Source: an optimization exercise on an open RTL-to-GDS flow (aim: small area, a short achievable clock period and few clock cycles). Production flows keep margins and buffers that such runs may drop.
RTL that was checked went through simulation tests only; none was proved equivalent to the original.
Power figures rest on the tool's default switching activity, not on a simulated workload.

== the previous run ==
==> flow/design.v (excerpt) <==
module vpu_core (
    input  logic               clk,
    input  logic               rst_n,
    input  logic               en,
    output vpu_pkg::pc_t       pc,
    input  vpu_pkg::instr_t    instr,
    output vpu_pkg::mem_addr_t mem_addr,
    output logic               mem_read,
    output logic               mem_write,
    output vpu_pkg::vec_t      mem_wdata,
    input  vpu_pkg::vec_t      mem_rdata,
    output logic               data_out_vld,
    output vpu_pkg::vec_t      data_out,
    output vpu_pkg::reg_addr_t reg_wb
);
For scale: ~2600 cells after synthesis.
clock: 5.5 ns
lec_check: 0
cap_margin: 20
core_margin: 2
core_utilization: 40
setup_slack_margin: 2.8
slew_margin: 20
run.sh (not shown) runs the stock make flow with config.mk's settings and CLKGATE_MAP_FILE= SYNTH_SCRIPT=/design/flow/synth_recipe.tcl, a recipe that flattens the netlist after the stock synthesis.
The final layout from the previous run, which completed every stage, passed the timing, design-rule and antenna checks at the end of the flow.
Testbench counts of the previous run, summed over its fixed seeds: cycles 17,973.
The inputs of the current run differ from those of the previous run as listed below.
Settings: SETUP_SLACK_MARGIN no longer set, was 2.8.
Results
As far as worst slack on hold paths is concerned, the previous run and the current run perform about the same. Going from the previous run to the current run, the maximum single-stage delay on the critical path was found to have gone up by 0.37 ns. The current run vs the previous run, utilization went down by 9.3 points. The current run vs the previous run: post-route cell area down. The current run vs the previous run, total global routing track utilization went down by 3.0 points.

========
Setup of old:
Another version of the RTL of vpu_core (not shown whole).
Size: about 800 flip-flops, roughly 250 I/O pins, ~38000 µm² of cells after synthesis.
==> flow/config.mk <==
export PLATFORM = sky130hd
export DESIGN_NAME = vpu_core
export DESIGN_NICKNAME = vpu_core
export VERILOG_FILES = /design/flow/design.v
export SDC_FILE = /design/flow/constraint.sdc
export NUM_CORES = 4
export LEC_CHECK = 0
export ABC_CLOCK_PERIOD_IN_PS = 2600
export CAP_MARGIN = 20
export CORE_MARGIN = 2
export CORE_UTILIZATION = 40
export SETUP_SLACK_MARGIN = 3.0
export SLEW_MARGIN = 20
==> flow/constraint.sdc <==
create_clock -name core_clock -period 5.5 [get_ports {clk}]
set_input_delay 1.1000 -clock core_clock [delete_from_list [all_inputs] [get_ports {clk}]]
set_output_delay 1.1000 -clock core_clock [all_outputs]
set_load 0.01 [all_outputs]
standard.sh (not shown) runs the stock make flow with config.mk's settings and CLKGATE_MAP_FILE= SYNTH_SCRIPT=/design/flow/synth_recipe.tcl, a recipe that flattens the netlist after the stock synthesis.
==> flow/flow/run.sh <==
#!/bin/bash
set -euo pipefail
cd "$(dirname "$0")/.."
export BUFFER_PORTS_ARGS="-buffer_cell sky130_fd_sc_hd__buf_4"
bash standard.sh finish > standard_flow.log 2>&1
What new does differently from old at the input level:
Settings: swapping 3.0 for 2.8 in SETUP_SLACK_MARGIN.
==> flow/run.sh (new file) <==
#!/bin/bash
# synth_recipe.tcl (not shown) runs the flow's synth.tcl, then flattens the netlist and writes it again
# the make line also repeats each setting of config.mk as NAME=value (left out here)
make -C /OpenROAD-flow-scripts/flow DESIGN_CONFIG=/design/flow/config.mk WORK_HOME=/design/flow/orfs CLKGATE_MAP_FILE= SYNTH_SCRIPT=/design/flow/synth_recipe.tcl finish
removed: flow/flow/run.sh
removed: flow/standard.sh
old and new ended up with roughly the same required time of the worst setup path.
new contains fewer vias than old.
new ended up with a lower routed wire length than old did.
The aggregate global-route resource usage was comparable across new and old.
No functional check of the RTL was part of any run of this note.

========
Another version of the RTL of vpu_core (not shown whole).
Size: ~3200 cells after synthesis, about 790 flip-flops, roughly 250 I/O pins, about 40000 µm² of cells after synthesis.
==> flow/config.mk <==
export PLATFORM = sky130hd
export DESIGN_NAME = vpu_core
export DESIGN_NICKNAME = vpu_core
export VERILOG_FILES = /design/flow/design.v
export SDC_FILE = /design/flow/constraint.sdc
export NUM_CORES = 4
export LEC_CHECK = 0
export CAP_MARGIN = 20
export CORE_MARGIN = 2
export CORE_UTILIZATION = 40
export CTS_BUF_LIST = sky130_fd_sc_hd__clkbuf_16
export CTS_CLUSTER_DIAMETER = 100
export CTS_CLUSTER_SIZE = 24
export SETUP_SLACK_MARGIN = 2.6
export SLEW_MARGIN = 20
==> flow/constraint.sdc <==
create_clock -name core_clock -period 5.5 [get_ports {clk}]
set_input_delay 1.1000 -clock core_clock [delete_from_list [all_inputs] [get_ports {clk}]]
set_output_delay 1.1000 -clock core_clock [all_outputs]
set_load 0.01 [all_outputs]
==> flow/flow/run.sh <==
#!/bin/bash
set -euo pipefail
cd "$(dirname "$0")/.."
export BUFFER_PORTS_ARGS="-buffer_cell sky130_fd_sc_hd__buf_1"
bash standard.sh finish > standard_flow.log 2>&1
Testbench counts at the start, summed over its fixed seeds: cycles 17,656.
Change:
SETUP_SLACK_MARGIN = 3.0   (was 2.6)
TNS_END_PERCENT = 5   (was not set)
After rerunning: Final area goes up by a few percent; final cell count goes up by a few percent; combinational power goes up by about a fifth; wire length goes up slightly.
Change:
SETUP_SLACK_MARGIN = 2.8   (was 3.0)
TNS_END_PERCENT = not set   (was 5)
Result:
- die area does not change
- maximum frequency shrinks by 2.6%
- combinational power falls by about 3%
- setup slack loses 0.074 ns
- sequential share of layout area went up by 0.61 points
- area after synthesis does not change
- worst hold slack improves by 0.013 ns
- routed wire length went up by 1.0%
- utilization fell by 0.54 points
- via count falls by 0.78%
Change:
SETUP_SLACK_MARGIN = 2.9   (was 2.8)
Effect: Register-to-register slack improved by 0.08 ns. Fmax goes up by a few percent. Hold slack degrades by 0.013 ns. Final area is higher slightly. Wire length went down slightly. Core utilization went up by 0.77 points. Non-clock buffer count grows by 58. Setup slack improves by 0.078 ns. Clock power barely changes. Area after synthesis does not change. Combinational power goes up by a little under a tenth.

========
vpu_core, a different RTL version from the one above (not shown whole).
For scale: roughly 3200 cells after synthesis, ~810 flip-flops, about 250 I/O pins, ~41000 um^2 of cells after synthesis.
Settings: LEC_CHECK=0, ABC_CLOCK_PERIOD_IN_PS=2500, CAP_MARGIN=20, CORE_MARGIN=2, CORE_UTILIZATION=40, SETUP_SLACK_MARGIN=2.5, SLEW_MARGIN=20; clock period 5.5 ns.
run.sh (not shown) runs the stock make flow with config.mk's settings and CLKGATE_MAP_FILE= SYNTH_SCRIPT=/design/flow/synth_recipe.tcl, a recipe that flattens the netlist after the stock synthesis.
Stock flow here: none of the scripts above is used.
Edit:
- ABC_CLOCK_PERIOD_IN_PS: 2500 -> 2000
- SETUP_SLACK_MARGIN: 2.5 -> 3.0
=>
- The new run completed without violations
- wire length is higher by 1.9%
- clock power is higher by about 2%
- sequential power is lower by about 0.7%
Function was not checked in any run of this note: the RTL went through the layout flow alone.

afterwards: timing with drivers on the ports:
How much do the figures lean on ideal ports? The routed layouts below were timed once more, with nothing changed but the port constraints.
Step 1 (the two cells are an assumption about what drives the block):
set clk [get_ports {clk}]
set_driving_cell -lib_cell sky130_fd_sc_hd__clkbuf_16 $clk
set_driving_cell -lib_cell sky130_fd_sc_hd__buf_2 [delete_from_list [all_inputs] $clk]
Step 2, shift: input delay + t, output delay - t, t = (earliest + latest rising clock arrival at the registers) / 2. This alone moves slack from input paths to output paths.
Three values: ideal ports, drivers, drivers and shift; two values: the first two.
run	t (ns)	slack for setup (ns)	hold WS [ns]	clock arrival spread, ns	pins driven straight from the clock port
the previous run	0.681	1.473 / 1.473 / 1.473	0.429 / 0.429 / 0.429	0.036 / 0.036	1
the current run	0.675	0.505 / 0.505 / 0.505	0.429 / 0.429 / 0.429	0.028 / 0.028	1
old	0.726	2.453 / 2.453 / 2.034	0.416 / 0.416 / 0.416	0.035 / 0.035	1
new	0.714	2.462 / 2.462 / 2.181	0.420 / 0.420 / 0.420	0.035 / 0.035	1
the first run of note 3	0.684	2.567 / 2.567 / 2.012	0.432 / 0.432 / 0.432	0.048 / 0.048	1
the second run of note 3	0.667	2.772 / 2.719 / 2.102	0.430 / 0.430 / 0.430	0.049 / 0.048	1
the third run of note 3	0.690	2.698 / 2.655 / 2.026	0.443 / 0.443 / 0.443	0.061 / 0.061	1
the fourth run of note 3	0.674	2.776 / 2.746 / 2.243	0.430 / 0.430 / 0.430	0.049 / 0.049	1
the first run of note 4	0.733	1.869 / 1.869 / 1.869	0.423 / 0.423 / 0.423	0.030 / 0.030	1
the second run of note 4	0.734	1.869 / 1.811 / 1.869	0.419 / 0.419 / 0.419	0.041 / 0.041	1
After both steps setup and hold are still met in every run listed. The setup slack of the third run of note 3, which loses most, moves by -0.043 ns with the drivers and by -0.672 ns with both steps.
